This design comes from an exercise in tuning for small area, a short achievable clock period and few clock cycles per item on the open sky130 flow, not from production work.
In this exercise RTL edits were held to simulation tests only and were not proved equivalent to the original.
Power and IR drop assume default switching activity.

## job 5879
==> flow/design.v <==
package msc_pkg;
	localparam int CAPACITY_DEF   = 32;
	localparam int DATA_WIDTH_DEF = 8;
	localparam logic [1:0] OP_INSERT = 2'd0;
	localparam logic [1:0] OP_QUERY  = 2'd1;
	localparam logic [1:0] OP_REMOVE = 2'd2;
	localparam logic [1:0] MODE_FIFO = 2'd0;
	localparam logic [1:0] MODE_LIFO = 2'd1;
	localparam logic [1:0] MODE_SET  = 2'd2;
	localparam logic [1:0] MODE_PQ   = 2'd3;
	localparam logic [1:0] ST_OK        = 2'd0;
	localparam logic [1:0] ST_UNDERFLOW = 2'd1;
	localparam logic [1:0] ST_OVERFLOW  = 2'd2;
	typedef enum logic [1:0] {
		S_IDLE,
		S_SCAN,
		S_DONE
	} state_t;
	typedef struct packed {
		logic ins;
		logic shift;
	} cmd_t;
	typedef struct packed {
		logic has;
		logic found;
	} scan_flags_t;
endpackage
module mode_select_container #(
	parameter int CAPACITY   = msc_pkg::CAPACITY_DEF,
	parameter int DATA_WIDTH = msc_pkg::DATA_WIDTH_DEF,
	parameter int IN_TDATA_W  = ((DATA_WIDTH + 7) / 8) * 8,
	parameter int OUT_TDATA_W = ((DATA_WIDTH + 1 + 7) / 8) * 8
) (
	input  logic                   clk,
	input  logic                   arst_n,
	input  logic                   cfg_valid,
	output logic                   cfg_ready,
	input  logic [1:0]             cfg_data,
	input  logic                   s_tvalid,
	output logic                   s_tready,
	input  logic [IN_TDATA_W-1:0]  s_tdata,   
	input  logic [1:0]             s_tuser,   
	output logic                   m_tvalid,
	input  logic                   m_tready,
	output logic [OUT_TDATA_W-1:0] m_tdata,   
	output logic [1:0]             m_tuser    
);
	localparam int N  = CAPACITY;
	localparam int DW = DATA_WIDTH;
	localparam int LW = DW / 2;    
	localparam int HW = DW - LW;   
	logic [1:0]    disc_q;
	logic [N-1:0]  valid_q;
	logic [DW-1:0] val_q [N];
	logic [N-1:0]  hset_q;
	logic [HW-1:0] hmin_q;
	logic          out_v_q;
	logic [DW-1:0] rm_q;
	logic          empty_q;
	logic [1:0]    st_q;
	logic [DW-1:0] key;
	logic [HW-1:0] key_hi;
	logic          take, is_ins, is_rm, ordered, full, empty, single, dup, skip;
	logic          ins_go, do_ins, do_rm, hset_one, hset_gone;
	logic [N-1:0]  lower_v, higher_v, upper, head, tail, ends, eq;
	logic [N-1:0]  lcand, gcand, sel_pq, sel, hset_shift, hset_ins, hset_rm;
	logic [N-1:0]  col [DW];
	logic [LW-1:0] lmin;
	logic [HW-1:0] gmin;
	logic [DW-1:0] end_val, rm_val;
	assign cfg_ready = 1'b1;
	assign key       = s_tdata[DW-1:0];
	assign key_hi    = key[DW-1:LW];
	assign s_tready  = !out_v_q || m_tready;
	assign take      = s_tvalid && s_tready;
	assign is_ins    = (s_tuser == msc_pkg::OP_INSERT);
	assign is_rm     = (s_tuser == msc_pkg::OP_REMOVE);
	assign ordered   = disc_q[1];   
	function automatic [N-1:0] pfx_or(input [N-1:0] x);
		reg [N-1:0] y;
		y = x;
		for (int k = 1; k < N; k = k * 2) y = y | (y << k);
		pfx_or = y;
	endfunction
	function automatic [N-1:0] sfx_or(input [N-1:0] x);
		reg [N-1:0] y;
		y = x;
		for (int k = 1; k < N; k = k * 2) y = y | (y >> k);
		sfx_or = y;
	endfunction
	always_comb begin
		lower_v  = pfx_or(valid_q) << 1;
		higher_v = sfx_or(valid_q) >> 1;
		upper = ~(sfx_or(~valid_q) >> 1);
		head = valid_q & ~lower_v;
		tail = valid_q & ~higher_v;
		for (int i = 0; i < N; i++) begin
			eq[i] = valid_q[i] && (val_q[i] == key);
			for (int b = 0; b < DW; b++) col[b][i] = val_q[i][b];
		end
	end
	assign full   = &valid_q;
	assign empty  = !(|valid_q);
	assign single = !(|(valid_q & ~head));
	assign dup    = (disc_q == msc_pkg::MODE_SET) && (|eq);
	assign ends = disc_q[0] ? tail : head;
	always_comb begin
		end_val = '0;
		for (int i = 0; i < N; i++) if (ends[i]) end_val = end_val | val_q[i];
	end
	function automatic [N+1:0] step2(input [N-1:0] c, input [N-1:0] b1, input [N-1:0] b0);
		reg z1, z0a, z0b, z0;
		z1  = |(c & ~b1);
		z0a = |(c & ~b0);
		z0b = |(c & ~b1 & ~b0);
		z0  = z1 ? z0b : z0a;
		step2 = {!z1, !z0, c & ~(b1 & {N{z1}}) & ~(b0 & {N{z0}})};
	endfunction
	always_comb begin
		logic [N+1:0] r;
		lcand = hset_q;
		for (int s = LW / 2 - 1; s >= 0; s--) begin
			r = step2(lcand, col[2*s+1], col[2*s]);
			lmin[2*s+1 -: 2] = r[N+1:N];
			lcand = r[N-1:0];
		end
		sel_pq = lcand & ~(pfx_or(lcand) << 1);
	end
	always_comb begin
		logic [N+1:0] r;
		gcand = valid_q & ~hset_q;
		for (int s = HW / 2 - 1; s >= 0; s--) begin
			r = step2(gcand, col[LW+2*s+1], col[LW+2*s]);
			gmin[2*s+1 -: 2] = r[N+1:N];
			gcand = r[N-1:0];
		end
	end
	assign sel    = ordered ? sel_pq : ends;
	assign rm_val = ordered ? {hmin_q, lmin} : end_val;
	assign skip   = dup || full;
	assign ins_go = take && is_ins && !full;
	assign do_ins = ins_go && !dup;
	assign do_rm  = take && is_rm && !empty;
	always_comb begin
		for (int i = 0; i < N; i++)
			hset_shift[i] = upper[i] ? ((i == N - 1) ? 1'b0 : hset_q[(i + 1) % N]) : hset_q[i];
		if (dup) hset_ins = hset_shift;
		else if (empty || (key_hi < hmin_q)) hset_ins = N'(1) << (N - 1);
		else if (key_hi == hmin_q) hset_ins = hset_shift | (N'(1) << (N - 1));
		else hset_ins = hset_shift;
	end
	assign hset_one  = !(|(hset_q & ~(hset_q & ~(pfx_or(hset_q) << 1))));
	assign hset_gone = ordered ? hset_one : !(|(hset_q & ~ends));
	assign hset_rm   = hset_gone ? gcand : (hset_q & ~sel);
	always_ff @(posedge clk) begin
		for (int i = 0; i < N; i++) begin
			if (ins_go && upper[i]) val_q[i] <= (i == N - 1) ? key : val_q[(i + 1) % N];
		end
		if (do_ins && (empty || (key_hi < hmin_q))) hmin_q <= key_hi;
		else if (do_rm && hset_gone) hmin_q <= gmin;
	end
	always_ff @(posedge clk or negedge arst_n) begin
		if (!arst_n) begin
			disc_q  <= msc_pkg::MODE_FIFO;
			valid_q <= '0;
			hset_q  <= '0;
			out_v_q <= 1'b0;
		end else begin
			if (cfg_valid) disc_q <= cfg_data;
			if (ins_go) begin
				valid_q <= (valid_q | upper) & ~((N'(dup)) << (N - 1));
				hset_q  <= hset_ins;
			end else if (do_rm) begin
				valid_q <= valid_q & ~sel;
				hset_q  <= hset_rm;
			end
			if (take) out_v_q <= 1'b1;
			else if (m_tready) out_v_q <= 1'b0;
		end
	end
	always_ff @(posedge clk) begin
		if (take) begin
			rm_q    <= do_rm ? rm_val : '0;
			empty_q <= is_ins ? 1'b0 : is_rm ? (empty || single) : empty;
			if (is_ins && skip && !dup)
				st_q <= msc_pkg::ST_OVERFLOW;
			else if (is_rm && empty)
				st_q <= msc_pkg::ST_UNDERFLOW;
			else
				st_q <= msc_pkg::ST_OK;
		end
	end
	assign m_tvalid = out_v_q;
	assign m_tdata  = OUT_TDATA_W'({empty_q, rm_q});
	assign m_tuser  = st_q;
endmodule
export LEC_CHECK = 0
export CAP_MARGIN = 20
export CORE_MARGIN = 2
export CORE_UTILIZATION = 40
export SLEW_MARGIN = 20
create_clock -name core_clock -period 12.0 [get_ports {clk}]
standard.sh (not shown) runs the stock make flow with config.mk's settings and CLKGATE_MAP_FILE= SYNTH_SCRIPT=/design/flow/synth_recipe.tcl, a recipe that flattens the netlist after the stock synthesis.
==> flow/flow/run.sh <==
#!/bin/bash
set -euo pipefail
bash standard.sh finish SETUP_SLACK_MARGIN=6.5 PLACE_DENSITY=0.7 > make.log 2>&1
Testbench counts of job 5879, summed over its fixed seeds: cycles 7,744, items 7,680.
Input-level comparison between job 3064 and job 5879:
==> flow/flow/run.sh <==
#!/bin/bash
set -euo pipefail
bash standard.sh finish SETUP_SLACK_MARGIN=6.5 PLACE_DENSITY=0.7 \
	CTS_CLUSTER_SIZE=25 CTS_CLUSTER_DIAMETER=80 > make.log 2>&1
--- outcome ---
Every stage of the flow completed for job 3064, and the final layout passed the timing, DRC and antenna checks.
The lower worst hold margin of job 3064 and job 5879 is in job 3064.
The lower setup slack of job 3064 and job 5879 is in job 5879.
In job 3064, the switching component of the power came out about 0.8% above the value in job 5879.
Compare job 3064 and job 5879 | met1 wire length higher: job 3064
Sequential share of power for job 3064 is higher than for job 5879.
Job 3064 gives less cell area than job 5879 did.
Share of total power in the clock network (job 3064 over job 5879): decrease, 4.9 points
## Diff of input files: job 9986 against job 3064
==> flow/flow/run.sh <==
#!/bin/bash
set -euo pipefail
bash standard.sh finish SETUP_SLACK_MARGIN=6.5 > make.log 2>&1
[summary]
Via count on job 9986 is up relative to job 3064.
Compared with job 3064, in job 9986 met2 global-route usage went down by 0.94 points; relative slew slack increased by 10 points relative to the old numbers.
Synthesized cell count across job 3064 and job 9986: no real change.
Compared to job 3064, job 9986 has total track usage 0.29 points higher.
Job 3064 has a lower post-layout total power than job 9986.

[afterwards: timing with drivers on the ports]
How much do the figures lean on ideal ports? The routed layouts below were timed once more, with nothing changed but the port constraints. Step 1 sets driving cells, clkbuf_16 on the clock port and buf_2 on the other inputs (assumed; they add their load-dependent delay and slew). Step 2 adds t to the input delays and takes it off the output delays; t is the mean of the earliest and latest rising clock arrival at the registers after step 1. Input paths then give back, and output paths get back, about the clock's delay inside the block. a / b / c = ideal / step 1 / step 2; a / b = the first two.
run | shift t [ns] | slack for setup (ns) | worst register clock-pin slew, ns
job 5879 | 0.645 | 6.331 / 6.331 / 5.831 | 0.07 / 0.07
job 3064 | 0.684 | 6.380 / 6.416 / 5.732 | 0.10 / 0.10
job 9986 | 0.677 | 6.307 / 6.307 / 5.788 | 0.08 / 0.08
After both steps setup and hold are still met in every run listed. The setup slack of job 3064, which loses most, moves by +0.036 ns with the drivers and by -0.648 ns with both steps.
